From an optimization exercise on the open Yosys and OpenROAD flow, aimed at small area, a short achievable clock period and few clock cycles per item; shortcuts taken in it are not production practice.
No run shown here included a check of the RTL's function; only the layout flow was run.
Power figures rest on the tool's default switching activity, not on a simulated workload.

$ cat run.sh
#!/bin/bash
# synth_recipe.tcl (not shown) runs the flow's synth.tcl, then flattens the netlist and writes it again
# the make line also repeats each setting of config.mk as NAME=value (left out here)
make -C /OpenROAD-flow-scripts/flow DESIGN_CONFIG=/design/flow/config.mk WORK_HOME=/design/flow/orfs CLKGATE_MAP_FILE= SYNTH_SCRIPT=/design/flow/synth_recipe.tcl finish
$ cat config.mk
export PLATFORM = sky130hd
export DESIGN_NAME = conv_acc
export DESIGN_NICKNAME = conv_acc
export VERILOG_FILES = /design/flow/design.v
export SDC_FILE = /design/flow/constraint.sdc
export NUM_CORES = 4
export LEC_CHECK = 0
export CAP_MARGIN = 20
export CORE_MARGIN = 2
export CORE_UTILIZATION = 60
export SETUP_SLACK_MARGIN = 2.0
export SLEW_MARGIN = 20
export TNS_END_PERCENT = 100
$ cat constraint.sdc
create_clock -name core_clock -period 7.0 [get_ports {clk}]
set_input_delay 1.4000 -clock core_clock [delete_from_list [all_inputs] [get_ports {clk}]]
set_output_delay 1.4000 -clock core_clock [all_outputs]
set_load 0.01 [all_outputs]
$ cat design.v
package conv_pkg;
    localparam int RES_DEPTH = 16;
    localparam logic [1:0] ADR_OPERAND = 2'd0;
    localparam logic [1:0] ADR_RESULT  = 2'd1;
    localparam logic [1:0] ADR_STATUS  = 2'd2;
    localparam logic [1:0] ADR_CLEAR   = 2'd3;
    typedef struct packed {
        logic signed [15:0] psum;
        logic signed [7:0]  fltr;
        logic signed [7:0]  ifmap;
    } operand_t;
endpackage
module conv_mac_cs
(
    input  logic [7:0]  f,
    input  logic [7:0]  x,
    input  logic [15:0] psum,
    output logic [15:0] row_a,
    output logic [15:0] row_b
);
    logic [8:0] fb;
    logic [8:0] x9;
    logic [3:0] one;
    logic [3:0] two;
    logic [3:0] neg;
    logic c2;
    logic c4;
    logic c6;
    logic c8;
    logic c10;
    logic c12;
    logic c14;
    logic c16;
    logic c18;
    logic c20;
    logic c22;
    logic c24;
    logic c26;
    logic c28;
    logic c30;
    logic c32;
    logic c34;
    logic c36;
    logic c38;
    logic c40;
    logic c42;
    logic c44;
    logic c46;
    logic c48;
    logic c50;
    logic c52;
    logic c54;
    logic c56;
    logic c58;
    logic c60;
    logic c62;
    logic c64;
    logic c66;
    logic c68;
    logic c70;
    logic c72;
    logic c74;
    logic c76;
    logic c78;
    logic pp0_0;
    logic pp0_1;
    logic pp0_2;
    logic pp0_3;
    logic pp0_4;
    logic pp0_5;
    logic pp0_6;
    logic pp0_7;
    logic pp0_8;
    logic pp1_0;
    logic pp1_1;
    logic pp1_2;
    logic pp1_3;
    logic pp1_4;
    logic pp1_5;
    logic pp1_6;
    logic pp1_7;
    logic pp1_8;
    logic pp2_0;
    logic pp2_1;
    logic pp2_2;
    logic pp2_3;
    logic pp2_4;
    logic pp2_5;
    logic pp2_6;
    logic pp2_7;
    logic pp2_8;
    logic pp3_0;
    logic pp3_1;
    logic pp3_2;
    logic pp3_3;
    logic pp3_4;
    logic pp3_5;
    logic pp3_6;
    logic pp3_7;
    logic pp3_8;
    logic s1;
    logic s3;
    logic s5;
    logic s7;
    logic s9;
    logic s11;
    logic s13;
    logic s15;
    logic s17;
    logic s19;
    logic s21;
    logic s23;
    logic s25;
    logic s27;
    logic s29;
    logic s31;
    logic s33;
    logic s35;
    logic s37;
    logic s39;
    logic s41;
    logic s43;
    logic s45;
    logic s47;
    logic s49;
    logic s51;
    logic s53;
    logic s55;
    logic s57;
    logic s59;
    logic s61;
    logic s63;
    logic s65;
    logic s67;
    logic s69;
    logic s71;
    logic s73;
    logic s75;
    logic s77;
    logic s79;
    assign fb = {f, 1'b0};
    assign x9 = {x[7], x};
    always_comb begin
        for (int i = 0; i < 4; i++) begin
            one[i] = fb[2*i+1] ^ fb[2*i];
            two[i] = (fb[2*i+2] & !fb[2*i+1] & !fb[2*i]) | (!fb[2*i+2] & fb[2*i+1] & fb[2*i]);
            neg[i] = fb[2*i+2];
        end
    end
    assign pp0_0 = (((one[0] & x9[0]) | (two[0] & 1'b0)) ^ neg[0]);
    assign pp0_1 = (((one[0] & x9[1]) | (two[0] & x9[0])) ^ neg[0]);
    assign pp0_2 = (((one[0] & x9[2]) | (two[0] & x9[1])) ^ neg[0]);
    assign pp0_3 = (((one[0] & x9[3]) | (two[0] & x9[2])) ^ neg[0]);
    assign pp0_4 = (((one[0] & x9[4]) | (two[0] & x9[3])) ^ neg[0]);
    assign pp0_5 = (((one[0] & x9[5]) | (two[0] & x9[4])) ^ neg[0]);
    assign pp0_6 = (((one[0] & x9[6]) | (two[0] & x9[5])) ^ neg[0]);
    assign pp0_7 = (((one[0] & x9[7]) | (two[0] & x9[6])) ^ neg[0]);
    assign pp0_8 = ~(((one[0] & x9[8]) | (two[0] & x9[7])) ^ neg[0]);
    assign pp1_0 = (((one[1] & x9[0]) | (two[1] & 1'b0)) ^ neg[1]);
    assign pp1_1 = (((one[1] & x9[1]) | (two[1] & x9[0])) ^ neg[1]);
    assign pp1_2 = (((one[1] & x9[2]) | (two[1] & x9[1])) ^ neg[1]);
    assign pp1_3 = (((one[1] & x9[3]) | (two[1] & x9[2])) ^ neg[1]);
    assign pp1_4 = (((one[1] & x9[4]) | (two[1] & x9[3])) ^ neg[1]);
    assign pp1_5 = (((one[1] & x9[5]) | (two[1] & x9[4])) ^ neg[1]);
    assign pp1_6 = (((one[1] & x9[6]) | (two[1] & x9[5])) ^ neg[1]);
    assign pp1_7 = (((one[1] & x9[7]) | (two[1] & x9[6])) ^ neg[1]);
    assign pp1_8 = ~(((one[1] & x9[8]) | (two[1] & x9[7])) ^ neg[1]);
    assign pp2_0 = (((one[2] & x9[0]) | (two[2] & 1'b0)) ^ neg[2]);
    assign pp2_1 = (((one[2] & x9[1]) | (two[2] & x9[0])) ^ neg[2]);
    assign pp2_2 = (((one[2] & x9[2]) | (two[2] & x9[1])) ^ neg[2]);
    assign pp2_3 = (((one[2] & x9[3]) | (two[2] & x9[2])) ^ neg[2]);
    assign pp2_4 = (((one[2] & x9[4]) | (two[2] & x9[3])) ^ neg[2]);
    assign pp2_5 = (((one[2] & x9[5]) | (two[2] & x9[4])) ^ neg[2]);
    assign pp2_6 = (((one[2] & x9[6]) | (two[2] & x9[5])) ^ neg[2]);
    assign pp2_7 = (((one[2] & x9[7]) | (two[2] & x9[6])) ^ neg[2]);
    assign pp2_8 = ~(((one[2] & x9[8]) | (two[2] & x9[7])) ^ neg[2]);
    assign pp3_0 = (((one[3] & x9[0]) | (two[3] & 1'b0)) ^ neg[3]);
    assign pp3_1 = (((one[3] & x9[1]) | (two[3] & x9[0])) ^ neg[3]);
    assign pp3_2 = (((one[3] & x9[2]) | (two[3] & x9[1])) ^ neg[3]);
    assign pp3_3 = (((one[3] & x9[3]) | (two[3] & x9[2])) ^ neg[3]);
    assign pp3_4 = (((one[3] & x9[4]) | (two[3] & x9[3])) ^ neg[3]);
    assign pp3_5 = (((one[3] & x9[5]) | (two[3] & x9[4])) ^ neg[3]);
    assign pp3_6 = (((one[3] & x9[6]) | (two[3] & x9[5])) ^ neg[3]);
    assign pp3_7 = (((one[3] & x9[7]) | (two[3] & x9[6])) ^ neg[3]);
    assign pp3_8 = ~(((one[3] & x9[8]) | (two[3] & x9[7])) ^ neg[3]);
    assign s1 = pp0_4 ^ pp1_2;
    assign c2 = pp0_4 & pp1_2;
    assign s3 = pp0_5 ^ pp1_3;
    assign c4 = pp0_5 & pp1_3;
    assign s5 = pp0_6 ^ pp1_4 ^ pp2_2;
    assign c6 = (pp0_6 & pp1_4) | (pp0_6 & pp2_2) | (pp1_4 & pp2_2);
    assign s7 = pp3_0 ^ neg[3];
    assign c8 = pp3_0 & neg[3];
    assign s9 = pp0_7 ^ pp1_5 ^ pp2_3;
    assign c10 = (pp0_7 & pp1_5) | (pp0_7 & pp2_3) | (pp1_5 & pp2_3);
    assign s11 = pp3_1 ^ psum[7];
    assign c12 = pp3_1 & psum[7];
    assign s13 = pp0_8 ^ pp1_6 ^ pp2_4;
    assign c14 = (pp0_8 & pp1_6) | (pp0_8 & pp2_4) | (pp1_6 & pp2_4);
    assign s15 = pp3_2 ^ psum[8] ^ 1'b1;
    assign c16 = (pp3_2 & psum[8]) | (pp3_2 & 1'b1) | (psum[8] & 1'b1);
    assign s17 = pp1_7 ^ pp2_5 ^ pp3_3;
    assign c18 = (pp1_7 & pp2_5) | (pp1_7 & pp3_3) | (pp2_5 & pp3_3);
    assign s19 = psum[9] ^ 1'b1;
    assign c20 = psum[9] & 1'b1;
    assign s21 = pp1_8 ^ pp2_6 ^ pp3_4;
    assign c22 = (pp1_8 & pp2_6) | (pp1_8 & pp3_4) | (pp2_6 & pp3_4);
    assign s23 = pp2_7 ^ pp3_5;
    assign c24 = pp2_7 & pp3_5;
    assign s25 = pp0_2 ^ pp1_0;
    assign c26 = pp0_2 & pp1_0;
    assign s27 = pp0_3 ^ pp1_1;
    assign c28 = pp0_3 & pp1_1;
    assign s29 = s1 ^ pp2_0 ^ neg[2];
    assign c30 = (s1 & pp2_0) | (s1 & neg[2]) | (pp2_0 & neg[2]);
    assign s31 = c2 ^ s3 ^ pp2_1;
    assign c32 = (c2 & s3) | (c2 & pp2_1) | (s3 & pp2_1);
    assign s33 = c4 ^ s5 ^ s7;
    assign c34 = (c4 & s5) | (c4 & s7) | (s5 & s7);
    assign s35 = c6 ^ c8 ^ s9;
    assign c36 = (c6 & c8) | (c6 & s9) | (c8 & s9);
    assign s37 = c10 ^ c12 ^ s13;
    assign c38 = (c10 & c12) | (c10 & s13) | (c12 & s13);
    assign s39 = c14 ^ c16 ^ s17;
    assign c40 = (c14 & c16) | (c14 & s17) | (c16 & s17);
    assign s41 = c18 ^ c20 ^ s21;
    assign c42 = (c18 & c20) | (c18 & s21) | (c20 & s21);
    assign s43 = c22 ^ s23 ^ psum[11];
    assign c44 = (c22 & s23) | (c22 & psum[11]) | (s23 & psum[11]);
    assign s45 = c24 ^ pp2_8 ^ pp3_6;
    assign c46 = (c24 & pp2_8) | (c24 & pp3_6) | (pp2_8 & pp3_6);
    assign s47 = pp3_7 ^ psum[13];
    assign c48 = pp3_7 & psum[13];
    assign s49 = pp0_0 ^ neg[0];
    assign c50 = pp0_0 & neg[0];
    assign s51 = pp0_1 ^ psum[1];
    assign c52 = pp0_1 & psum[1];
    assign s53 = s25 ^ neg[1] ^ psum[2];
    assign c54 = (s25 & neg[1]) | (s25 & psum[2]) | (neg[1] & psum[2]);
    assign s55 = c26 ^ s27 ^ psum[3];
    assign c56 = (c26 & s27) | (c26 & psum[3]) | (s27 & psum[3]);
    assign s57 = c28 ^ s29 ^ psum[4];
    assign c58 = (c28 & s29) | (c28 & psum[4]) | (s29 & psum[4]);
    assign s59 = c30 ^ s31 ^ psum[5];
    assign c60 = (c30 & s31) | (c30 & psum[5]) | (s31 & psum[5]);
    assign s61 = c32 ^ s33 ^ psum[6];
    assign c62 = (c32 & s33) | (c32 & psum[6]) | (s33 & psum[6]);
    assign s63 = c34 ^ s35 ^ s11;
    assign c64 = (c34 & s35) | (c34 & s11) | (s35 & s11);
    assign s65 = c36 ^ s37 ^ s15;
    assign c66 = (c36 & s37) | (c36 & s15) | (s37 & s15);
    assign s67 = c38 ^ s39 ^ s19;
    assign c68 = (c38 & s39) | (c38 & s19) | (s39 & s19);
    assign s69 = c40 ^ s41 ^ psum[10];
    assign c70 = (c40 & s41) | (c40 & psum[10]) | (s41 & psum[10]);
    assign s71 = c42 ^ s43 ^ 1'b1;
    assign c72 = (c42 & s43) | (c42 & 1'b1) | (s43 & 1'b1);
    assign s73 = c44 ^ s45 ^ psum[12];
    assign c74 = (c44 & s45) | (c44 & psum[12]) | (s45 & psum[12]);
    assign s75 = c46 ^ s47 ^ 1'b1;
    assign c76 = (c46 & s47) | (c46 & 1'b1) | (s47 & 1'b1);
    assign s77 = c48 ^ pp3_8 ^ psum[14];
    assign c78 = (c48 & pp3_8) | (c48 & psum[14]) | (pp3_8 & psum[14]);
    assign s79 = psum[15] ^ 1'b1;
    assign row_a = {c78, c76, c74, c72, c70, c68, c66, c64, c62, c60, c58, c56, c54, c52, c50, s49};
    assign row_b = {s79, s77, s75, s73, s71, s69, s67, s65, s63, s61, s59, s57, s55, s53, s51, psum[0]};
endmodule
module conv_acc
(
    input  logic        clk,
    input  logic        arst_n,
    input  logic        wb_cyc,
    input  logic        wb_stb,
    input  logic        wb_we,
    input  logic [1:0]  wb_adr,
    input  logic [31:0] wb_dat_i,
    output logic        wb_ack,
    output logic [31:0] wb_dat_o
);
    localparam int DEPTH = conv_pkg::RES_DEPTH - 1;
    logic               req;
    logic               wr_operand;
    logic               rd_result;
    logic               wr_clear;
    logic               accept;
    logic               pop;
    logic               full;
    conv_pkg::operand_t op;
    logic [15:0]        cs_a;
    logic [15:0]        cs_b;
    logic               stage_v;
    logic [15:0]        st_a;
    logic [15:0]        st_b;
    logic [15:0]        mac;
    logic               head_v;
    logic [15:0]        head;
    logic [15:0]        mem [DEPTH];
    logic [4:0]         rsel;
    logic               more;
    logic               shift;
    logic               take;
    logic               head_en;
    logic [15:0]        head_d;
    logic               overflow;
    logic               underflow;
    logic               busy;
    logic [3:0]         status;
    assign req        = wb_cyc && wb_stb;
    assign wb_ack     = req;
    assign wr_operand = req &&  wb_we && (wb_adr == conv_pkg::ADR_OPERAND);
    assign rd_result  = req && !wb_we && (wb_adr == conv_pkg::ADR_RESULT);
    assign wr_clear   = req &&  wb_we && (wb_adr == conv_pkg::ADR_CLEAR);
    assign more   = !rsel[4];
    assign full   = head_v && ((rsel == 5'd14) || (stage_v && (rsel == 5'd13)));
    assign accept = wr_operand && !full;
    assign pop    = rd_result && head_v;
    assign shift   = stage_v && head_v && (more || !pop);
    assign take    = pop && more;
    assign head_en = take || (stage_v && (!head_v || pop));
    assign head_d  = take ? mem[rsel[3:0]] : mac;
    always_ff @(posedge clk or negedge arst_n) begin
        if (!arst_n) begin
            stage_v   <= 1'b0;
            head_v    <= 1'b0;
            rsel      <= '1;
            overflow  <= 1'b0;
            underflow <= 1'b0;
        end else begin
            stage_v <= accept;
            if (pop && !more && !stage_v) begin
                head_v <= 1'b0;
            end else if (stage_v) begin
                head_v <= 1'b1;
            end
            case ({shift, take})
                2'b10:   rsel <= rsel + 1'b1;
                2'b01:   rsel <= rsel - 1'b1;
                default: rsel <= rsel;
            endcase
            if (wr_clear) begin
                overflow  <= 1'b0;
                underflow <= 1'b0;
            end else begin
                if (wr_operand && full)   overflow  <= 1'b1;
                if (rd_result && !head_v) underflow <= 1'b1;
            end
        end
    end
    assign op = conv_pkg::operand_t'(wb_dat_i);
    conv_mac_cs u_mac (
        .f     (op.fltr),
        .x     (op.ifmap),
        .psum  (op.psum),
        .row_a (cs_a),
        .row_b (cs_b)
    );
    always_ff @(posedge clk) begin
        st_a <= cs_a;
        st_b <= cs_b;
    end
    assign mac = st_a + st_b;
    always_ff @(posedge clk) begin
        if (head_en) begin
            head <= head_d;
        end
    end
    always_ff @(posedge clk) begin
        if (shift) begin
            mem[0] <= mac;
            for (int i = 1; i < DEPTH; i++) begin
                mem[i] <= mem[i-1];
            end
        end
    end
    assign busy   = head_v || stage_v;
    assign status = {busy, !busy, underflow, overflow};
    always_comb begin
        wb_dat_o = '0;
        case (wb_adr)
            conv_pkg::ADR_RESULT: wb_dat_o[15:0] = head_v ? head : 16'd0;
            conv_pkg::ADR_STATUS: wb_dat_o[3:0]  = status;
            default:              wb_dat_o       = '0;
        endcase
    end
endmodule
==> results of run 1 <==
## cell usage after synthesis (all sizes together), types with 11 or more instances
master / count / area, um2
and3: 15 / 93.8
o21ai: 48 / 240
dfxtp: 32 / 641
ha: 36 / 450
nor2: 39 / 149
maj3: 11 / 110
xor2: 16 / 140
nand4: 17 / 106
o22ai: 20 / 125
a21o: 11 / 82.6
edfxtp: 256 / 7690
nor2b: 17 / 106
a211oi: 12 / 90.1
a221oi: 16 / 146
inv: 77 / 289
mux2i: 11 / 110
a31oi: 12 / 75.1
nand2: 74 / 278
fa: 26 / 521
xnor2: 17 / 149
clkbuf: 36 / 138
nand2b: 11 / 68.8
a22o: 14 / 123
a21oi: 55 / 279
buf: 50 / 294
nand3: 28 / 140
a22oi: 43 / 323
## worst min path at each step
stage	cells after the start	slack (ns)	end	startpoint
2_1_floorplan	0	0.42	mem[9][14]	mem[8][14]
3_3_place_gp	0	0.43	mem[12][11]	mem[11][11]
3_5_place_dp	0	0.43	mem[3][13]	mem[2][13]
4_1_cts	0	0.43	mem[1][13]	mem[0][13]
5_1_grt	0	0.45	mem[1][7]	mem[0][7]
6_report	0	0.43	mem[1][13]	mem[0][13]
## state kept, by name, indices dropped and copies added (netlist names)
register,flops
head,16
head_v,1
mem,240
overflow,1
rsel,5
st_a,16
st_b,16
stage_v,1
underflow,1
## power groups by stage
stage	logic, W	registers, W	clock network (W)
floorplan	0.00121	0.00220	0
global placement	0.00156	0.00228	0
detailed placement	0.00158	0.00228	0
CTS	0.00159	0.00225	0.00162
global route	0.00176	0.00226	0.00168
finish	0.00159	0.00225	0.00159
## cell type report
type	instances	area share, %
clock buffers	36	4.89
flip-flops and latches	297	54.2
clock inverters	20	1.35
repair buffers	71	4.40
inverters	79	1.98
well taps	313	2.48
multi-input cells	663	30.7
## logic make-up after synthesis
group                      synth area share, %
xor gates and xnor gates                  2.06
AOI/OAI and AO/OA                         14.2
muxes                                     1.27
and+or+nand+nor                           8.57
DFF                                       61.0
buffers and inverters                     5.19
other                                   0.0267
adders and majority gates                 7.70
## critical path, stage by stage
cell             delay, ns
clkdlybuf4s50_1       0.73
ha_1                  0.32
a21o_1                0.10
a22oi_1               0.07
nor2b_1               0.18
clkdlybuf4s50_1       0.55
## per-stage QoR
| step | worst slack (ns) | cells | cell area (um2) |
|---|---|---|---|
| after floorplan | 1.03 | 1125 | 14100 |
| after global placement | 2.03 | 1423 | 14800 |
| after detailed placement | 1.90 | 1423 | 14800 |
| after CTS | 2.24 | 1479 | 15800 |
| after global routing | 2.17 | 1479 | 15800 |
| final | 2.24 | 1479 | 15800 |
## placed cells by master, fill, tap and decap left out, types with 32 or more instances in the layout
| cell | instances |
|---|---|
| edfxtp_1 | 256 |
| inv_1 | 74 |
| nand2_1 | 73 |
| clkdlybuf4s50_1 | 55 |
| a21oi_1 | 54 |
| o21ai_0 | 48 |
| a22oi_1 | 43 |
| nor2_1 | 37 |
| ha_1 | 35 |
| dfxtp_1 | 32 |
## metal layers
layer / vias up / part of all wire [%]
met4: 0 / 1.8
met1: 4455 / 45
met5: - / 0
met2: 370 / 45
li1: 4232 / -
met3: 44 / 7.9
==> impl_metrics.env, run 1 <==
export IMPL_max_freq_mhz=210
export IMPL_yosys_warnings=3
export IMPL_cts_resized=0
export IMPL_final_layout_size_suffix_gt1_share_pct=7.55
export IMPL_crit_arrival_ns=3.36
export IMPL_cts_hold_buf=0
export IMPL_track_usage_pct=25.0
export IMPL_cp_endpoint="wb_dat_o[3]"
export IMPL_rows=55
export IMPL_p_sw_share_pct=31.4
export IMPL_gp_congestion=0.862
export IMPL_p_switching_w=0.00170
export IMPL_final_nets=1243
export IMPL_grt_pass1_wl_um=47500
export IMPL_clkLatencyLatePin_ns=0.56
export IMPL_maxSlewViolCount=0
export IMPL_root_buffer="clkbuf_16"
export IMPL_antenna_cells=0
export IMPL_worstMarginPinSlew_ns=1.11
export IMPL_nFillCells=1621
export IMPL_clockPowerShare_pct=29.3
export IMPL_ir_drop_mv=0.198
export IMPL_setup_viol=0
export IMPL_grt_util_met3_pct=3.74
export IMPL_initial_core_util_pct=61.6
export IMPL_relSlewSlack_pct=25.1
export IMPL_cap_violations=0
export IMPL_p_per_area_mw_per_mm2=344
export IMPL_yosysSeqAreaShare_pct=61.0
export IMPL_drc=0
export IMPL_antenna_found_initial=0
export IMPL_drtPass1Iterations=5
export IMPL_path_class="primary input to output pin"
export IMPL_critPathLaunch="wb_adr[1]"
export IMPL_period_needed_ns=4.76
export IMPL_ff2ff_path_depth=10
export IMPL_power_internal_w=0.00373
export IMPL_rrSetupSlack_ns=3.54
export IMPL_async_flop_share_pct=3.03
export IMPL_p_leak_nw=5.66
export IMPL_pin_count=72
export IMPL_p_seq_share_pct=41.4
export IMPL_grt_max_degree=90
export IMPL_grtUsageMet2_pct=38.3
export IMPL_vias=9101
export IMPL_cts_tree="yes"
export IMPL_area_delta_synth_final_pct=12.6
export IMPL_die_height_um=157
export IMPL_combPwrFrac_pct=29.4
export IMPL_gr_total_overflow=0
export IMPL_synth_cells=1110
export IMPL_syn_area_mm2=0.0140
export IMPL_synth_flop_cell="edfxtp_1"
export IMPL_r2r_end="rsel[4]"
export IMPL_critPathCaptureType="output pin"
export IMPL_utilization_pct=69.4
export IMPL_die_w_um=157
export IMPL_drt_iter0_drc=896
export IMPL_wl_um=30900
export IMPL_cp_required_ns=5.60
export IMPL_setup_tns_ns=0
export IMPL_status="complete, no violations"
export IMPL_core_area_mm2=0.0228
export IMPL_post_cts_buffers=0
export IMPL_clock_path_buffers=3
export IMPL_cts_buffers=30
export IMPL_power_w=0.00543
export IMPL_top_usage_layer="met1"
export IMPL_syn_avg_cell_area_um2=12.6
export IMPL_grtUsageMet1_pct=38.4
export IMPL_worst_clock_skew_ns=0.0263
export IMPL_hpwl_um=20000
export IMPL_finalHoldViolCount=0
export IMPL_ys_ff_latch=297
export IMPL_holdWs_ns=0.431
export IMPL_cp_start_kind="primary input"
export IMPL_grt_pass1_vias=8493
export IMPL_reg2reg_from="head_v"
export IMPL_seqCellArea_mm2=0.00856
export IMPL_die_area_mm2=0.0246
export IMPL_hold_class="flop to flop"
export IMPL_rsz0062_at_grt="false"
export IMPL_path_clk_slew_ns=0.06
export IMPL_multi_input_area_mm2=0.00486
export IMPL_io_buffers=55
export IMPL_final_antenna_net_count=0
export IMPL_cts_sinks=297
export IMPL_htreeDepth=1
export IMPL_synth_edf_count=256
export IMPL_critPathMaxFanout=5
export IMPL_wire_per_inst_um=20.9
export IMPL_vias_per_cell=6.15
export IMPL_fin_crit_sh_pct=68.0
export IMPL_synth_cell_types=74
==> inputs of run 2 (changes only) <==
--- a/config.mk
+++ b/config.mk
@@ -9,5 +9,5 @@
 export CORE_MARGIN = 2
 export CORE_UTILIZATION = 60
-export SETUP_SLACK_MARGIN = 2.0
+export SETUP_SLACK_MARGIN = 3.6
 export SLEW_MARGIN = 20
 export TNS_END_PERCENT = 100
==> impl_metrics.env, run 2 <==
export IMPL_grt_max_degree=166
export IMPL_layout_commonest_cell="edfxtp_1"
export IMPL_initial_core_util_pct=61.6
export IMPL_cts_sinks=297
export IMPL_synth_edf_count=256
export IMPL_hold_class="flop to flop"
export IMPL_area_delta_synth_final_pct=16.0
export IMPL_synthSimpleGateAreaFrac_pct=8.57
export IMPL_root_buffer="clkbuf_16"
export IMPL_synth_top_family_by_area="compound AO/OA/AOI/OAI gates"
export IMPL_critPathCaptureType="output pin"
export IMPL_finalHoldViolCount=0
export IMPL_final_layout_size_suffix_gt1_share_pct=17.8
export IMPL_max_freq_mhz=270
export IMPL_path_class="primary input to output pin"
export IMPL_ff2ff_path_depth=6
export IMPL_antenna_cells=0
export IMPL_synth_compound_area_share_pct=14.2
export IMPL_rows=55
export IMPL_drt_iter0_drc=938
export IMPL_synth_area_leaders="edfxtp_1 (55%), dfxtp_1 (4.6%), fa_1 (3.7%)"
export IMPL_maxSlewViolCount=0
export IMPL_cap_violations=0
export IMPL_wire_per_inst_um=21.1
export IMPL_gr_total_overflow=0
export IMPL_async_flop_share_pct=3.03
export IMPL_worst_clock_skew_ns=0.0156
export IMPL_yosys_warnings=3
export IMPL_final_nets=1268
export IMPL_syn_area_mm2=0.0140
export IMPL_vias_per_cell=6.10
export IMPL_grt_pass1_vias=8428
export IMPL_yosysMostFrequentCell="edfxtp_1"
export IMPL_status="complete, no violations"
export IMPL_synthXorXnorAreaFrac_pct=2.06
export IMPL_min_delay_path_depth=0
export IMPL_io_buffers=55
export IMPL_worstMarginPinSlew_ns=0.954
export IMPL_drc=0
export IMPL_synth_top_cell_by_area="edfxtp_1"
export IMPL_synth_flop_cell="edfxtp_1"
export IMPL_p_per_area_mw_per_mm2=329
export IMPL_antenna_found_initial=0
export IMPL_path_clk_slew_ns=0.06
export IMPL_syn_avg_cell_area_um2=12.6
export IMPL_drtPass1Iterations=6
export IMPL_vias=9139
export IMPL_rsz0062_at_grt="true"
export IMPL_gp_congestion=0.885
export IMPL_synth_common_cells="edfxtp_1 (256), inv_1 (76), nand2_1 (74)"
export IMPL_crit_arrival_ns=2.30
export IMPL_die_height_um=157
export IMPL_yosysSeqAreaShare_pct=61.0
export IMPL_htreeDepth=1
export IMPL_yosysTopAreaCellShare_pct=54.8
export IMPL_synthMuxAreaShare_pct=1.27
export IMPL_period_needed_ns=3.70
export IMPL_setup_tns_ns=0
export IMPL_final_cell_mix="edfxtp_1 (256), nand2_1 (69), inv_1 (68)"
export IMPL_hpwl_um=19900
export IMPL_relSlewSlack_pct=36.4
export IMPL_largest_register="mem"
export IMPL_synth_cells=1110
export IMPL_ys_ff_latch=297
export IMPL_cts_tree="yes"
export IMPL_cp_start_kind="primary input"
export IMPL_final_antenna_net_count=0
export IMPL_track_usage_pct=25.3
export IMPL_die_w_um=157
export IMPL_core_area_mm2=0.0228
export IMPL_wl_um=31700
export IMPL_synth_cell_types=74
export IMPL_fin_crit_sh_pct=52.8
export IMPL_cts_buffers=30
export IMPL_clock_path_buffers=3
export IMPL_pin_count=72
export IMPL_p_leak_nw=5.89
export IMPL_die_area_mm2=0.0246
export IMPL_holdWs_ns=0.446
export IMPL_clkLatencyLatePin_ns=0.55
export IMPL_yosys_area_share_adder_pct=7.70
export IMPL_grt_pass1_wl_um=47800
export IMPL_ir_drop_mv=0.243
export IMPL_critPathMaxFanout=5
export IMPL_setup_viol=0
export IMPL_largest_reg_flops=240
export IMPL_cp_required_ns=5.60
==> run 2: final cells by class <==
class / count / area, um2
Sequential cell: 297 / 8560
Fill cell: 1616 / 6490
Multi-Input combinational cell: 663 / 5130
Timing Repair Buffer: 96 / 983
Clock buffer: 35 / 769
Tap cell: 313 / 392
Inverter: 79 / 337
Clock inverter: 16 / 114
==> run 2: logic make-up after synthesis <==
kind of cell,Yosys count
flip-flops,297
adder cells (fa/ha/maj),73
AND/OR/NAND/NOR,235
multiplexers,17
buffers and inverters,165
AO/OA/AOI/OAI,289
other,1
XOR/XNOR,33
==> run 2: report_power, final <==
part / internal [W] / total [W] / switching [W]
clock network: 0.000817 / 0.00146 / 0.000642
registers: 0.00213 / 0.00225 / 0.000121
logic: 0.000699 / 0.00165 / 0.000952
total: 0.00364 / 0.00536 / 0.00171
==> run 2: final timing paths <==
path	to	slack (ns)	startpoint
min reg2reg	mem[9][0]	0.45	mem[8][0]
min in group asynchronous	head_v	1.18	arst_n
max	wb_dat_o[1]	3.30	wb_adr[1]
min	mem[9][0]	0.45	mem[8][0]
max in group asynchronous	rsel[4]	5.47	arst_n
max reg2reg	head[9]	3.86	rsel[0]
==> run 2: layer usage <==
layer  global-route usage [%]  wire [um]  up-vias
met1                     37.1      13900     4455
met5                        0          0        -
met3                     5.48       2510       54
li1                         -          -     4267
met4                     5.85        686        0
met2                     39.2      14600      363
==> run 2: timing repair <==
| action | 4_1_cts | 5_1_grt |
|---|---|---|
| setup buffers | 9 | 14 |
| hold buffers | 0 | 0 |
| endpoints found under the setup margin | 287 | 24 |
| pin swaps | 8 | 16 |
| resized for setup | 202 | 40 |
| cloned | 3 | 1 |
==> run 2: worst max-delay path, stage by stage <==
cell and delay [ns]:
buf_12 0.12, inv_12 0.05, ha_4 0.16, buf_12 0.12
a32oi_2 0.11, nor2b_2 0.18, buf_2 0.15
==> run 2: through the flow <==
stage | power [W] | utilization, % | setup WS, ns | instance area, um2 | instances
detailed placement | 0.00387 | 65.3 | 1.95 | 14900 | 1421
floorplan | 0.00343 | - | 1.03 | 14400 | 1125
global route | 0.00564 | 71.5 | 3.26 | 16300 | 1499
global placement | 0.00385 | 65.3 | 2.07 | 14900 | 1421
CTS | 0.00534 | 70.5 | 3.31 | 16000 | 1484
finish | 0.00536 | 71.5 | 3.30 | 16300 | 1499
==> inputs of run 3 (changes only) <==
--- a/design.v
+++ b/design.v
@@ -305,10 +305,12 @@
     logic               underflow;
     logic               busy;
+    logic [15:0]        rd_res;
+    logic [3:0]         rd_st;
     logic [3:0]         status;
     assign req        = wb_cyc && wb_stb;
     assign wb_ack     = req;
-    assign wr_operand = req &&  wb_we && (wb_adr == conv_pkg::ADR_OPERAND);
-    assign rd_result  = req && !wb_we && (wb_adr == conv_pkg::ADR_RESULT);
-    assign wr_clear   = req &&  wb_we && (wb_adr == conv_pkg::ADR_CLEAR);
+    assign wr_operand = req &&  wb_we && !wb_adr[1] && !wb_adr[0];
+    assign rd_result  = req && !wb_we && !wb_adr[1] &&  wb_adr[0];
+    assign wr_clear   = req &&  wb_we &&  wb_adr[1] &&  wb_adr[0];
     assign more   = !rsel[4];
     assign full   = head_v && ((rsel == 5'd14) || (stage_v && (rsel == 5'd13)));
@@ -375,11 +377,6 @@
     assign busy   = head_v || stage_v;
     assign status = {busy, !busy, underflow, overflow};
-    always_comb begin
-        wb_dat_o = '0;
-        case (wb_adr)
-            conv_pkg::ADR_RESULT: wb_dat_o[15:0] = head_v ? head : 16'd0;
-            conv_pkg::ADR_STATUS: wb_dat_o[3:0]  = status;
-            default:              wb_dat_o       = '0;
-        endcase
-    end
+    assign rd_res   = {16{wb_adr[0] && !wb_adr[1]}} & {16{head_v}} & head;
+    assign rd_st    = {4{wb_adr[1] && !wb_adr[0]}} & status;
+    assign wb_dat_o = {16'd0, rd_res[15:4], rd_res[3:0] | rd_st};
 endmodule
==> impl_metrics.env, run 3 <==
export IMPL_p_per_area_mw_per_mm2=347
export IMPL_cts_tree="yes"
export IMPL_gr_total_overflow=0
export IMPL_path_clk_slew_ns=0.06
export IMPL_max_freq_mhz=276
export IMPL_wl_met1_um=14200
export IMPL_die_height_um=156
export IMPL_area_delta_synth_final_pct=17.3
export IMPL_hold_class="flop to flop"
export IMPL_wl_um=33400
export IMPL_grt_max_degree=92
export IMPL_clkLatencyLatePin_ns=0.55
export IMPL_power_w=0.00568
export IMPL_wl_met2_um=15900
export IMPL_maxSlewViolCount=0
export IMPL_whs_endpoint="mem[4][15]"
export IMPL_maxUsedRoutingLayer="met4"
export IMPL_vias_per_cell=6.38
export IMPL_cp_required_ns=5.60
export IMPL_reg2reg_from="rsel[3]"
export IMPL_drt_iter0_drc=1010
export IMPL_final_antenna_net_count=0
export IMPL_synth_cell_types=80
export IMPL_syn_avg_cell_area_um2=12.6
export IMPL_yosysSeqAreaShare_pct=61.4
export IMPL_synth_cells=1110
export IMPL_antenna_cells=0
export IMPL_grt_pass1_wl_um=51300
export IMPL_critPathCaptureType="output pin"
export IMPL_track_usage_pct=27.6
export IMPL_ys_ff_latch=297
export IMPL_gp_congestion=0.861
export IMPL_antenna_found_initial=0
export IMPL_wl_met3_um=2600
export IMPL_core_area_mm2=0.0227
export IMPL_final_layout_size_suffix_gt1_share_pct=19.0
export IMPL_final_cell_mix="edfxtp_1 (256), nand2_1 (71), inv_1 (64)"
export IMPL_fin_crit_sh_pct=51.7
export IMPL_placedCellCount=1390
export IMPL_ff2ff_path_depth=5
export IMPL_cap_violations=0
export IMPL_htreeDepth=1
export IMPL_worstMarginPinSlew_ns=1.13
export IMPL_final_nets=1271
export IMPL_min_delay_path_depth=0
export IMPL_setup_tns_ns=0
export IMPL_yosys_warnings=3
export IMPL_yosysTopAreaCellShare_pct=55.1
export IMPL_drc=0
export IMPL_hpwl_um=20300
export IMPL_layout_commonest_cell="edfxtp_1"
export IMPL_nFillCells=1564
export IMPL_worst_clock_skew_ns=0.0256
export IMPL_cp_start_kind="primary input"
export IMPL_setup_viol=0
export IMPL_relSlewSlack_pct=24.3
export IMPL_root_buffer="clkbuf_16"
export IMPL_initial_core_util_pct=61.4
export IMPL_holdWs_ns=0.430
export IMPL_cts_buffers=30
export IMPL_synth_top_cell_by_area="edfxtp_1"
export IMPL_die_area_mm2=0.0245
export IMPL_fin_cells=1482
export IMPL_syn_area_mm2=0.0140
export IMPL_vias=9449
export IMPL_critPathMaxFanout=4
export IMPL_grt_pass1_vias=8985
export IMPL_wire_per_inst_um=22.5
export IMPL_rsz0062_at_grt="true"
export IMPL_r2r_end="head[9]"
export IMPL_synth_flop_cell="edfxtp_1"
export IMPL_largest_register="mem"
export IMPL_synth_common_cells="edfxtp_1 (256), nand2_1 (81), inv_1 (71)"
export IMPL_synth_area_leaders="edfxtp_1 (55%), dfxtp_1 (4.6%), fa_1 (3.6%)"
export IMPL_cts_sinks=297
export IMPL_largest_reg_flops=240
export IMPL_rrSetupSlack_ns=3.72
export IMPL_crit_arrival_ns=2.22
export IMPL_finalHoldViolCount=0
export IMPL_async_flop_share_pct=3.03
export IMPL_cts_hold_buf=0
export IMPL_critPathLaunch="wb_adr[1]"
export IMPL_clock_path_buffers=3
export IMPL_p_leak_nw=5.92
export IMPL_drtPass1Iterations=5
export IMPL_die_w_um=156
export IMPL_status="complete, no violations"
export IMPL_pin_count=72
export IMPL_io_buffers=55
export IMPL_yosysMostFrequentCell="edfxtp_1"
export IMPL_path_class="primary input to output pin"
export IMPL_period_needed_ns=3.62
export IMPL_worstHoldStart="mem[3][15]"
export IMPL_ir_drop_mv=0.198
export IMPL_synth_edf_count=256
export IMPL_rows=55
-- run 3: cell count changes after synthesis, moves of 10 or more --
cell and change:
o21ai_1 +15, and2_1 +14, o21ai_0 -11, and3_1 -10
-- run 3: metal layers --
metal / track usage [%] / vias to the layer above
met5: 0 / -
met1: 39.5 / 4676
li1: - / 4289
met3: 4.93 / 59
met4: 6.33 / 0
met2: 44.5 / 425
-- run 3: area by class of cell --
cell class              instances  area (um2)  share of cell area (%)
flip-flops and latches        297        8560                    52.3
multi-input cells             664        5030                    30.7
repair buffers                107        1110                    6.79
clock buffers                  35         791                    4.83
well taps                     285         357                    2.18
inverters                      76         317                    1.93
clock inverters                18         198                    1.21
-- run 3: stage by stage --
stage | setup WS, ns | cell area, um2 | util [%]
2_1_floorplan | 1.07 | 14300 | -
3_3_place_gp | 2.14 | 14700 | 64.9
3_5_place_dp | 2.07 | 14700 | 64.9
4_1_cts | 3.36 | 16100 | 71.0
5_1_grt | 3.32 | 16400 | 72.1
6_report | 3.38 | 16400 | 72.1
-- run 3: worst max-delay path by stage --
stage,to,slack [ns],depth (start not counted)
global route,wb_dat_o[9],3.32,7
finish,wb_dat_o[9],3.38,7
detailed placement,st_b[10],2.07,11
CTS,wb_dat_o[2],3.36,7
floorplan,mem[0][0],1.07,5
global placement,wb_dat_o[7],2.14,6
-- run 3: what timing repair did --
item                                   CTS  global route
pin swaps                               29            15
cloned                                   5             1
endpoints found under the hold margin    0             0
setup buffers                           27             6
gates resized for setup                203            52
setup endpoints to repair              226           116
-- run 3: power by group --
| group | internal (W) | leakage, nW | switching, W |
|---|---|---|---|
| combinational | 0.000721 | 2.76 | 0.00108 |
| clock | 0.000950 | 0.473 | 0.000660 |
| sequential | 0.00210 | 2.68 | 0.000170 |
-- run 3: kinds of logic after synthesis --
family | count (synthesis) | synth area share (%)
flip-flops | 297 | 61.4
AO/OA/AOI/OAI | 296 | 14.5
AND/OR/NAND/NOR | 239 | 8.88
buffers and inverters | 165 | 5.13
adder cells (fa/ha/maj) | 68 | 7.23
XOR/XNOR | 35 | 2.20
multiplexers | 9 | 0.673
other | 1 | 0.0269
-- run 3: critical path, cell delays in order --
cell and delay, ns:
buf_8 0.10, nand2b_4 0.14, nor2_4 0.11, buf_6 0.12, buf_12 0.11, and2_1 0.12, buf_2 0.12
==> inputs of run 4 (changes only) <==
--- a/config.mk
+++ b/config.mk
@@ -9,4 +9,6 @@
 export CORE_MARGIN = 2
 export CORE_UTILIZATION = 60
+export CTS_BUF_LIST = sky130_fd_sc_hd__clkbuf_8
+export CTS_CLUSTER_SIZE = 30
 export SETUP_SLACK_MARGIN = 3.6
 export SLEW_MARGIN = 20
==> impl_metrics.env, run 4 <==
export IMPL_status="complete, no violations"
export IMPL_die_area_mm2=0.0245
export IMPL_cts_tree="yes"
export IMPL_path_clk_slew_ns=0.06
export IMPL_final_cell_mix="edfxtp_1 (256), inv_1 (79), nand2_1 (72)"
export IMPL_clockPowerShare_pct=25.6
export IMPL_die_height_um=156
export IMPL_syn_area_mm2=0.0140
export IMPL_ir_drop_mv=0.166
export IMPL_seqCellArea_mm2=0.00856
export IMPL_critPathMaxFanout=4
export IMPL_hpwl_um=20300
export IMPL_wl_um=33400
export IMPL_antenna_cells=0
export IMPL_p_sw_share_pct=35.2
export IMPL_cts_buffers=48
export IMPL_rsz0062_at_grt="true"
export IMPL_area_delta_synth_final_pct=16.2
export IMPL_grt_pass1_wl_um=51600
export IMPL_io_buffers=55
export IMPL_wire_per_inst_um=22.1
export IMPL_synth_common_cells="edfxtp_1 (256), nand2_1 (81), inv_1 (71)"
export IMPL_multi_input_area_mm2=0.00500
export IMPL_drc=0
export IMPL_drt_iter0_drc=1012
export IMPL_setup_tns_ns=0
export IMPL_drtPass1Iterations=5
export IMPL_final_layout_size_suffix_gt1_share_pct=19.9
export IMPL_clock_path_buffers=3
export IMPL_ys_ff_latch=297
export IMPL_vias=9465
export IMPL_yosysSeqAreaShare_pct=61.4
export IMPL_maxSlewViolCount=0
export IMPL_cap_violations=0
export IMPL_pin_count=72
export IMPL_synth_cells=1110
export IMPL_cts_hold_buf=0
export IMPL_synth_flop_cell="edfxtp_1"
export IMPL_yosysMostFrequentCell="edfxtp_1"
export IMPL_synth_top_cell_by_area="edfxtp_1"
export IMPL_die_w_um=156
export IMPL_root_buffer="clkbuf_8"
export IMPL_p_leak_nw=5.95
export IMPL_initial_core_util_pct=61.4
export IMPL_worstMarginPinSlew_ns=1.12
export IMPL_async_flop_share_pct=3.03
export IMPL_fin_crit_sh_pct=52.0
export IMPL_vias_per_cell=6.25
export IMPL_antenna_found_initial=0
export IMPL_max_freq_mhz=275
export IMPL_period_needed_ns=3.64
export IMPL_worst_clock_skew_ns=0.0389
export IMPL_layout_commonest_cell="edfxtp_1"
export IMPL_yosysTopAreaCellShare_pct=55.1
export IMPL_path_class="primary input to output pin"
export IMPL_grt_pass1_vias=9060
export IMPL_power_w=0.00545
export IMPL_final_nets=1289
export IMPL_p_switching_w=0.00192
export IMPL_gr_total_overflow=0
export IMPL_crit_arrival_ns=2.24
export IMPL_relSlewSlack_pct=25.1
export IMPL_combPwrFrac_pct=32.7
export IMPL_synth_cell_types=80
export IMPL_hold_class="flop to flop"
export IMPL_cp_required_ns=5.60
export IMPL_p_per_area_mw_per_mm2=336
export IMPL_core_area_mm2=0.0227
export IMPL_setup_viol=0
export IMPL_power_internal_w=0.00353
export IMPL_grt_max_degree=92
export IMPL_critPathCaptureType="output pin"
export IMPL_largest_reg_flops=240
export IMPL_nFillCells=1612
export IMPL_cts_sinks=297
export IMPL_track_usage_pct=27.9
export IMPL_cp_start_kind="primary input"
export IMPL_synth_edf_count=256
export IMPL_rows=55
export IMPL_final_antenna_net_count=0
export IMPL_syn_avg_cell_area_um2=12.6
export IMPL_gp_congestion=0.861
export IMPL_p_seq_share_pct=41.7
export IMPL_finalHoldViolCount=0
export IMPL_largest_register="mem"
export IMPL_htreeDepth=2
export IMPL_synth_area_leaders="edfxtp_1 (55%), dfxtp_1 (4.6%), fa_1 (3.6%)"
export IMPL_yosys_warnings=3
export IMPL_clkLatencyLatePin_ns=0.58
## run 4: cell counts after synthesis
No cell type changed its count.
## run 4: worst max-delay path: stages
cell	delay, ns
buf_8	0.10
nand2b_4	0.14
nor2_4	0.10
buf_6	0.13
buf_12	0.12
and2_1	0.12
buf_2	0.12
## run 4: worst paths after layout
kind                           start     endpoint  slack [ns]  cells past startpoint
setup / recovery           wb_adr[1]  wb_dat_o[9]        3.36                      7
hold / removal             mem[0][2]    mem[1][2]        0.42                      0
min in group asynchronous     arst_n    underflow        1.13                      1
setup reg to reg             rsel[1]      head[0]        3.73                      7
hold reg to reg            mem[0][2]    mem[1][2]        0.42                      0
max in group asynchronous     arst_n      rsel[4]        5.55                      1
## run 4: cell type report
class | instances | area share [%]
multi-input combinational | 664 | 30.8
sequential | 297 | 52.8
timing repair buffer | 107 | 6.60
clock inverter | 31 | 0.996
inverter | 76 | 1.95
tap | 285 | 2.20
clock buffer | 54 | 4.59
## run 4: through the flow
step                cell area [um2]  hold slack (ns)  util (%)  std cells  worst slack [ns]
floorplan                     14300            0.418         -       1125              1.07
global placement              14700            0.421      64.9       1390              2.14
detailed placement            14700            0.429      64.9       1390              2.07
CTS                           16000            0.416      70.6       1505              3.35
global route                  16200            0.404      71.4       1514              3.31
finish                        16200            0.415      71.4       1514              3.36
## run 4: power by group through the flow
stage | Clock (W) | Combinational [W] | Sequential [W]
2_1_floorplan | 0 | 0.00132 | 0.00216
3_3_place_gp | 0 | 0.00171 | 0.00230
3_5_place_dp | 0 | 0.00172 | 0.00230
4_1_cts | 0.00142 | 0.00175 | 0.00226
5_1_grt | 0.00149 | 0.00197 | 0.00229
6_report | 0.00140 | 0.00179 | 0.00227
## run 4: repair_timing
| item | CTS | global route |
|---|---|---|
| setup buffers | 26 | 9 |
| gates resized for setup | 188 | 56 |
| pin swaps | 29 | 19 |
| gates cloned | 4 | 0 |
| endpoints found under the setup margin | 227 | 117 |
## run 4: logic make-up after synthesis
family	Yosys count	synth area share, %
other cells	1	0.0269
fa+ha+maj	68	7.23
flops	297	61.4
mux	9	0.673
simple gates	239	8.88
compound gates	296	14.5
xor+xnor	35	2.20
buf+inv	165	5.13
## run 4: per-layer routing
layer	track usage [%]	routed length [um]	vias up
li1	-	-	4340
met1	40.0	14200	4630
met2	44.3	15600	433
met3	4.96	2810	62
met4	7.65	814	0
met5	0	0	-
==> inputs of run 5 (changes only) <==
--- a/design.v
+++ b/design.v
@@ -266,4 +266,20 @@
     assign row_b = {s79, s77, s75, s73, s71, s69, s67, s65, s63, s61, s59, s57, s55, s53, s51, psum[0]};
 endmodule
+module conv_rd_bit #(
+    parameter bit HAS_ST = 1'b0
+)
+(
+    input  logic [1:0] adr,
+    input  logic       head_v,
+    input  logic       res,
+    input  logic       st,
+    output logic       dat
+);
+    if (HAS_ST) begin : g_st
+        assign dat = (adr[0] && !adr[1] && head_v && res) || (adr[1] && !adr[0] && st);
+    end else begin : g_res
+        assign dat = adr[0] && !adr[1] && head_v && res;
+    end
+endmodule
 module conv_acc
 (
@@ -296,4 +312,5 @@
     logic [15:0]        head;
     logic [15:0]        mem [DEPTH];
+    logic [4:0]         nrsel;
     logic [4:0]         rsel;
     logic               more;
@@ -305,6 +322,4 @@
     logic               underflow;
     logic               busy;
-    logic [15:0]        rd_res;
-    logic [3:0]         rd_st;
     logic [3:0]         status;
     assign req        = wb_cyc && wb_stb;
@@ -313,4 +328,5 @@
     assign rd_result  = req && !wb_we && !wb_adr[1] &&  wb_adr[0];
     assign wr_clear   = req &&  wb_we &&  wb_adr[1] &&  wb_adr[0];
+    assign rsel   = ~nrsel;
     assign more   = !rsel[4];
     assign full   = head_v && ((rsel == 5'd14) || (stage_v && (rsel == 5'd13)));
@@ -325,5 +341,5 @@
             stage_v   <= 1'b0;
             head_v    <= 1'b0;
-            rsel      <= '1;
+            nrsel     <= '0;
             overflow  <= 1'b0;
             underflow <= 1'b0;
@@ -336,7 +352,7 @@
             end
             case ({shift, take})
-                2'b10:   rsel <= rsel + 1'b1;
-                2'b01:   rsel <= rsel - 1'b1;
-                default: rsel <= rsel;
+                2'b10:   nrsel <= nrsel - 1'b1;
+                2'b01:   nrsel <= nrsel + 1'b1;
+                default: nrsel <= nrsel;
             endcase
             if (wr_clear) begin
@@ -377,6 +393,13 @@
     assign busy   = head_v || stage_v;
     assign status = {busy, !busy, underflow, overflow};
-    assign rd_res   = {16{wb_adr[0] && !wb_adr[1]}} & {16{head_v}} & head;
-    assign rd_st    = {4{wb_adr[1] && !wb_adr[0]}} & status;
-    assign wb_dat_o = {16'd0, rd_res[15:4], rd_res[3:0] | rd_st};
+    for (genvar b = 0; b < 16; b++) begin : g_rd
+        conv_rd_bit #(.HAS_ST(b < 4)) u_rd (
+            .adr    (wb_adr),
+            .head_v (head_v),
+            .res    (head[b]),
+            .st     ((b < 4) ? status[b % 4] : 1'b0),
+            .dat    (wb_dat_o[b])
+        );
+    end
+    assign wb_dat_o[31:16] = '0;
 endmodule
--- a/config.mk
+++ b/config.mk
@@ -11,5 +11,6 @@
 export CTS_BUF_LIST = sky130_fd_sc_hd__clkbuf_8
 export CTS_CLUSTER_SIZE = 30
-export SETUP_SLACK_MARGIN = 3.6
+export SETUP_SLACK_MARGIN = 3.8
 export SLEW_MARGIN = 20
+export SYNTH_HIERARCHICAL = 1
 export TNS_END_PERCENT = 100
==> impl_metrics.env, run 5 <==
export IMPL_status="complete, no violations"
export IMPL_period_needed_ns=3.52
export IMPL_clock_path_buffers=3
export IMPL_yosysMostFrequentCell="edfxtp_1"
export IMPL_cp_start_kind="primary input"
export IMPL_wire_per_inst_um=22.1
export IMPL_area_delta_synth_final_pct=15.3
export IMPL_setup_tns_ns=0
export IMPL_slowest_delay_ns=0.18
export IMPL_cp_slowest_cell="nand4b_1"
export IMPL_grt_pass1_vias=8980
export IMPL_cts_tree="yes"
export IMPL_largest_reg_flops=240
export IMPL_final_nets=1250
export IMPL_track_usage_pct=27.0
export IMPL_final_layout_size_suffix_gt1_share_pct=19.1
export IMPL_drc=0
export IMPL_critPathMaxFanout=8
export IMPL_clockPowerShare_pct=25.2
export IMPL_yosysTopAreaCellShare_pct=54.1
export IMPL_clkLatencyLatePin_ns=0.56
export IMPL_yosysSeqAreaShare_pct=60.1
export IMPL_core_area_mm2=0.0234
export IMPL_synth_edf_count=256
export IMPL_critPathLaunch="wb_adr[1]"
export IMPL_antenna_found_initial=1
export IMPL_synth_cells=1087
export IMPL_crit_chain="buf_12 > buf_8 > nand4b_1 > o21ai_2 > buf_2"
export IMPL_gr_total_overflow=0
export IMPL_critical_path_buf_inv_count=3
export IMPL_initial_core_util_pct=60.8
export IMPL_synth_area_leaders="edfxtp_1 (54%), dfxtp_1 (4.5%), fa_1 (3.7%)"
export IMPL_yosys_warnings=9
export IMPL_crit_arrival_ns=2.12
export IMPL_p_sw_share_pct=35.3
export IMPL_ir_drop_mv=0.182
export IMPL_layout_commonest_cell="edfxtp_1"
export IMPL_nFillCells=1676
export IMPL_root_buffer="clkbuf_8"
export IMPL_grt_pass1_wl_um=50700
export IMPL_fin_crit_sh_pct=50.3
export IMPL_relSlewSlack_pct=28.4
export IMPL_r2r_end="head[13]"
export IMPL_finalHoldViolCount=0
export IMPL_wl_um=33400
export IMPL_combPwrFrac_pct=36.4
export IMPL_cap_violations=0
export IMPL_cts_hold_buf=0
export IMPL_die_height_um=158
export IMPL_rrSetupSlack_ns=3.97
export IMPL_holdWs_ns=0.433
export IMPL_p_leak_nw=6.11
export IMPL_cts_sinks=297
export IMPL_rsz0062_at_grt="true"
export IMPL_cts_buffers=48
export IMPL_synth_cell_types=78
export IMPL_p_per_area_mw_per_mm2=347
export IMPL_power_internal_w=0.00368
export IMPL_path_clk_slew_ns=0.07
export IMPL_die_w_um=158
export IMPL_drt_iter0_drc=1034
export IMPL_crit_family="buffers and inverters"
export IMPL_fin_cells=1511
export IMPL_crit_cells=5
export IMPL_drtPass1Iterations=6
export IMPL_die_area_mm2=0.0250
export IMPL_worstMarginPinSlew_ns=1.07
export IMPL_io_buffers=55
export IMPL_p_seq_share_pct=38.4
export IMPL_worst_clock_skew_ns=0.0175
export IMPL_synth_common_cells="edfxtp_1 (256), inv_1 (76), buf_4 (57)"
export IMPL_hold_class="flop to flop"
export IMPL_path_class="primary input to output pin"
export IMPL_largest_register="mem"
export IMPL_p_switching_w=0.00201
export IMPL_vias_per_cell=6.16
export IMPL_htreeDepth=2
export IMPL_max_freq_mhz=284
export IMPL_vias=9307
export IMPL_ff2ff_path_depth=8
export IMPL_synth_top_cell_by_area="edfxtp_1"
export IMPL_grt_max_degree=112
export IMPL_final_cell_mix="edfxtp_1 (256), inv_1 (90), nand2_1 (56)"
export IMPL_synth_flop_cell="edfxtp_1"
export IMPL_ys_ff_latch=297
export IMPL_pin_count=72
export IMPL_cp_endpoint="wb_dat_o[1]"
export IMPL_syn_area_mm2=0.0142
export IMPL_final_antenna_net_count=0
export IMPL_setup_viol=0
export IMPL_placement_cell_area_mm2=0.0148
export IMPL_final_area_mm2=0.0164
export IMPL_maxSlewViolCount=0
export IMPL_cp_required_ns=5.60
export IMPL_async_flop_share_pct=3.03
export IMPL_placedCellCount=1381
export IMPL_gp_congestion=0.849
export IMPL_rows=56
export IMPL_hpwl_um=20600
export IMPL_reg2reg_from="nrsel[1]"
export IMPL_critPathCaptureType="output pin"
export IMPL_syn_avg_cell_area_um2=13.1
==> run 5: cell types whose count changed in the layout (fill, tap and decap cells not counted), sizes merged, moves of 11 or more <==
cell and delta:
and4b +11, o22ai -11, nand2 -25, a21o +19, a21oi -22, nor2 -13
==> run 5: cell families (layout without fill, tap and decap cells) <==
kind of cell | after synthesis | in the layout | synth area share (%)
multiplexers | 11 | 11 | 0.941
other | 1 | 17 | 0.0264
AO/OA/AOI/OAI | 285 | 285 | 14.6
flip-flops | 297 | 297 | 60.1
AND/OR/NAND/NOR | 210 | 211 | 8.47
buffers and inverters | 189 | 277 | 7.03
adder cells (fa/ha/maj) | 62 | 62 | 6.76
XOR/XNOR | 32 | 32 | 2.02
==> run 5: modules after synthesis, one instance, submodules excluded, a selection <==
module	cells inside	flip-flops and latches	area [um2]	times used
conv_mac_cs	299	0	2290	1
conv_acc	764	297	11700	1
==> run 5: layout make-up <==
cell class | count | area (um2) | share of cell area, %
Sequential cell | 297 | 8550 | 52.2
Multi-Input combinational cell | 617 | 4960 | 30.3
Timing Repair Buffer | 112 | 1250 | 7.63
Clock buffer | 53 | 729 | 4.45
Tap cell | 319 | 399 | 2.43
Inverter | 76 | 295 | 1.80
Clock inverter | 35 | 195 | 1.19
Timing Repair inverter | 1 | 5.00 | 0.0305
Antenna cell | 1 | 2.50 | 0.0153
==> run 5: what timing repair did <==
action / 4_1_cts / 5_1_grt
gates cloned: 11 / 1
setup endpoints to repair: 306 / 32
resized for setup: 238 / 22
buffers inserted: 23 / 6
pin swaps: 30 / 18
==> run 5: metal layers <==
metal | GRT usage, % | wire, um
met5 | 0 | 0
met1 | 36.5 | 13700
met3 | 5.97 | 2750
met2 | 43.3 | 15800
met4 | 9.95 | 1130
==> run 5: power by group through the flow <==
stage / clock network (W) / logic, W / registers, W
5_1_grt: 0.00154 / 0.00226 / 0.00220
3_3_place_gp: 0 / 0.00196 / 0.00222
3_5_place_dp: 0 / 0.00198 / 0.00222
6_report: 0.00143 / 0.00207 / 0.00219
2_1_floorplan: 0 / 0.00150 / 0.00221
4_1_cts: 0.00147 / 0.00203 / 0.00218
==> run 5: how the worst min path moves through the flow <==
stage	from	end	slack (ns)	depth (start not counted)
6_report	mem[2][8]	mem[3][8]	0.43	0
5_1_grt	mem[11][9]	mem[12][9]	0.44	0
4_1_cts	mem[2][8]	mem[3][8]	0.43	0
3_5_place_dp	mem[0][11]	mem[1][11]	0.43	0
3_3_place_gp	mem[0][11]	mem[1][11]	0.42	0
2_1_floorplan	mem[10][13]	mem[11][13]	0.42	0
==> run 5: through the flow <==
| stage | utilization, % | total power, W | setup WS [ns] |
|---|---|---|---|
| final | 70.1 | 0.00569 | 3.48 |
| after global routing | 70.0 | 0.00600 | 3.44 |
| after CTS | 69.5 | 0.00568 | 3.48 |
| after detailed placement | 63.2 | 0.00420 | 1.84 |
| after global placement | 63.2 | 0.00418 | 1.84 |
| after floorplan | - | 0.00372 | 0.968 |
==> inputs of run 6 (changes only) <==
--- a/config.mk
+++ b/config.mk
@@ -6,4 +6,5 @@
 export NUM_CORES = 4
 export LEC_CHECK = 0
+export ABC_CLOCK_PERIOD_IN_PS = 300
 export CAP_MARGIN = 20
 export CORE_MARGIN = 2
@@ -13,4 +14,3 @@
 export SETUP_SLACK_MARGIN = 3.8
 export SLEW_MARGIN = 20
-export SYNTH_HIERARCHICAL = 1
 export TNS_END_PERCENT = 100
==> impl_metrics.env, run 6 <==
export IMPL_status="complete, no violations"
export IMPL_track_usage_pct=27.1
export IMPL_crit_chain="buf_12 > clkinv_8 > buf_4 > nor2_4 > nand2_1 > o21ai_2 > buf_2"
export IMPL_gp_congestion=0.871
export IMPL_synth_top_cell_by_area="edfxtp_1"
export IMPL_setup_slack_ns=3.41
export IMPL_rrSetupSlack_ns=3.95
export IMPL_power_internal_w=0.00359
export IMPL_cts_sinks=297
export IMPL_fin_cells=1552
export IMPL_critPathMaxFanout=3
export IMPL_path_clk_slew_ns=0.06
export IMPL_cts_hold_buf=0
export IMPL_syn_area_mm2=0.0143
export IMPL_grt_pass1_wl_um=51000
export IMPL_yosysMostFrequentCell="edfxtp_1"
export IMPL_gr_total_overflow=0
export IMPL_grt_pass1_vias=8884
export IMPL_drt_iter0_drc=1139
export IMPL_async_flop_share_pct=3.03
export IMPL_area_delta_synth_final_pct=15.7
export IMPL_rsz0062_at_grt="true"
export IMPL_crit_family="buffers and inverters"
export IMPL_pin_count=72
export IMPL_yosysSeqAreaShare_pct=59.9
export IMPL_critical_path_buf_inv_count=4
export IMPL_p_seq_share_pct=39.4
export IMPL_nFillCells=1682
export IMPL_critPathLaunch="wb_adr[1]"
export IMPL_layout_commonest_cell="edfxtp_1"
export IMPL_max_freq_mhz=279
export IMPL_ir_drop_mv=0.160
export IMPL_synth_common_cells="edfxtp_1 (256), inv_1 (76), a22oi_1 (69)"
export IMPL_setup_tns_ns=0
export IMPL_syn_avg_cell_area_um2=12.6
export IMPL_worstHoldStart="mem[2][9]"
export IMPL_p_leak_nw=5.99
export IMPL_wl_um=34100
export IMPL_final_cell_mix="edfxtp_1 (256), inv_1 (76), a22oi_1 (67)"
export IMPL_cp_start_kind="primary input"
export IMPL_reg2reg_from="nrsel[0]"
export IMPL_cts_buffers=47
export IMPL_cap_violations=0
export IMPL_crit_arrival_ns=2.19
export IMPL_drc=0
export IMPL_fin_crit_sh_pct=51.2
export IMPL_worst_clock_skew_ns=0.0540
export IMPL_htreeDepth=2
export IMPL_yosysTopAreaCellShare_pct=53.8
export IMPL_cts_tree="yes"
export IMPL_antenna_found_initial=0
export IMPL_synth_cells=1136
export IMPL_rows=56
export IMPL_hold_class="flop to flop"
export IMPL_worstMarginPinSlew_ns=1.11
export IMPL_grt_max_degree=140
export IMPL_die_height_um=158
export IMPL_combPwrFrac_pct=35.7
export IMPL_p_switching_w=0.00190
export IMPL_final_antenna_net_count=0
export IMPL_setup_viol=0
export IMPL_final_nets=1295
export IMPL_path_class="primary input to output pin"
export IMPL_core_area_mm2=0.0234
export IMPL_io_buffers=55
export IMPL_finalHoldViolCount=0
export IMPL_vias=9641
export IMPL_dpl_worst_slack_ns=1.74
export IMPL_die_area_mm2=0.0251
export IMPL_initial_core_util_pct=61.0
export IMPL_die_w_um=158
export IMPL_maxSlewViolCount=0
export IMPL_clock_path_buffers=3
export IMPL_cp_slowest_cell="buf_2"
export IMPL_relSlewSlack_pct=25.7
export IMPL_placedCellCount=1435
export IMPL_clockPowerShare_pct=24.9
export IMPL_root_buffer="clkbuf_8"
export IMPL_wire_per_inst_um=22.0
export IMPL_largest_reg_flops=240
export IMPL_slowest_delay_ns=0.17
export IMPL_yosys_warnings=3
export IMPL_period_needed_ns=3.59
export IMPL_clkLatencyLatePin_ns=0.59
export IMPL_critPathCaptureType="output pin"
export IMPL_cp_required_ns=5.60
export IMPL_antenna_cells=0
export IMPL_p_sw_share_pct=34.6
export IMPL_synth_edf_count=256
export IMPL_hpwl_um=21400
export IMPL_synth_area_leaders="edfxtp_1 (54%), dfxtp_1 (4.5%), fa_1 (3.6%)"
export IMPL_holdWs_ns=0.440
export IMPL_p_per_area_mw_per_mm2=332
export IMPL_final_layout_size_suffix_gt1_share_pct=22.8
export IMPL_synth_cell_types=70
export IMPL_drtPass1Iterations=5
export IMPL_largest_register="mem"
export IMPL_vias_per_cell=6.21
export IMPL_synth_flop_cell="edfxtp_1"
export IMPL_ys_ff_latch=297
run 6: final cells by class:
class                   count  area (um2)  share of cell area, %
flip-flops and latches    297        8550                   51.7
clock inverters            30         130                  0.787
inverters                  77         338                   2.04
clock buffers              54         743                   4.50
multi-input cells         672        5330                   32.3
repair inverters            1        5.00                 0.0303
well taps                 319         399                   2.41
repair buffers            102        1030                   6.22
run 6: final timing paths:
check                         endpoint  cells past startpoint
hold reg to reg              mem[3][9]                      0
max in group asynchronous     overflow                      1
setup / recovery           wb_dat_o[1]                      7
hold / removal               mem[3][9]                      0
min in group asynchronous    underflow                      1
setup reg to reg              head[12]                      8
run 6: logic make-up after synthesis:
| group | Yosys count | synth area share [%] |
|---|---|---|
| muxes | 10 | 0.762 |
| other | 1 | 0.0263 |
| DFF | 297 | 59.9 |
| AOI/OAI and AO/OA | 313 | 15.1 |
| adders and majority gates | 69 | 7.22 |
| xor gates and xnor gates | 29 | 1.78 |
| buffers and inverters | 183 | 5.90 |
| and+or+nand+nor | 234 | 9.29 |
run 6: worst register-to-register path: stages (launching register included):
cell and delay, ns:
dfrtp_1 0.66, buf_4 0.40, nor4_2 0.09, buf_4 0.24, nor2_1 0.68, buf_4 0.31
o21ai_0 0.12, a31o_2 0.27, o211ai_1 0.11
run 6: through the flow:
stage	cell area [um2]	util [%]	power (W)
2_1_floorplan	14600	-	0.00355
3_3_place_gp	15000	64.0	0.00403
3_5_place_dp	15000	64.0	0.00405
4_1_cts	16300	69.7	0.00546
5_1_grt	16500	70.6	0.00578
6_report	16500	70.6	0.00549
run 6: routing by layer:
metal	GRT usage [%]	part of all wire, %	vias to the layer above	routed length (um)
met2	39.9	45	483	15400
met4	9.14	2.2	0	750
met1	40.0	43	4682	14500
li1	-	-	4410	-
met3	6.42	10	66	3450
met5	0	0	-	0
run 6: what timing repair did:
| item | 4_1_cts | 5_1_grt |
|---|---|---|
| resized for setup | 266 | 55 |
| setup endpoints to repair | 316 | 167 |
| cloned | 2 | 1 |
| pin swaps | 40 | 29 |
| hold endpoints to repair | 0 | 0 |
| setup buffers | 21 | 9 |
run 6: power by group through the flow:
stage	combinational, W	sequential (W)	clock (W)
floorplan	0.00137	0.00218	0
global placement	0.00183	0.00220	0
detailed placement	0.00185	0.00220	0
CTS	0.00190	0.00217	0.00139
global route	0.00214	0.00218	0.00147
finish	0.00196	0.00217	0.00137

port drivers added, routing unchanged:
The flow's constraints put no driver on any port. The routed layouts listed below were extracted and timed again, unchanged, in two steps.
Step 1 sets driving cells, clkbuf_16 on the clock port and buf_2 on the other inputs (assumed; they add their load-dependent delay and slew).
Step 2 also shifts input and output timing later by t, the mid clock arrival at the registers, as if the neighbouring blocks saw the same clock.
Slacks: no drivers / after step 1 / after step 2; pairs: no drivers / after step 1.
run	t (ns)	slack for setup (ns)	worst data-port slew with drivers (ns)	cell pins on the clock port's net
run 1	0.595	2.240 / 2.210 / 1.871	0.04	1
run 2	0.594	3.301 / 3.248 / 2.970	0.06	1
run 3	0.587	3.381 / 3.343 / 3.017	0.06	1
run 4	0.605	3.363 / 3.325 / 3.018	0.06	1
run 5	0.597	3.480 / 3.415 / 2.943	0.10	1
run 6	0.612	3.415 / 3.338 / 3.021	0.07	1
After both steps every run listed still meets setup and hold. For run 5, which loses most, drivers alone change the setup slack by -0.065 ns; drivers and shift together by -0.537 ns.
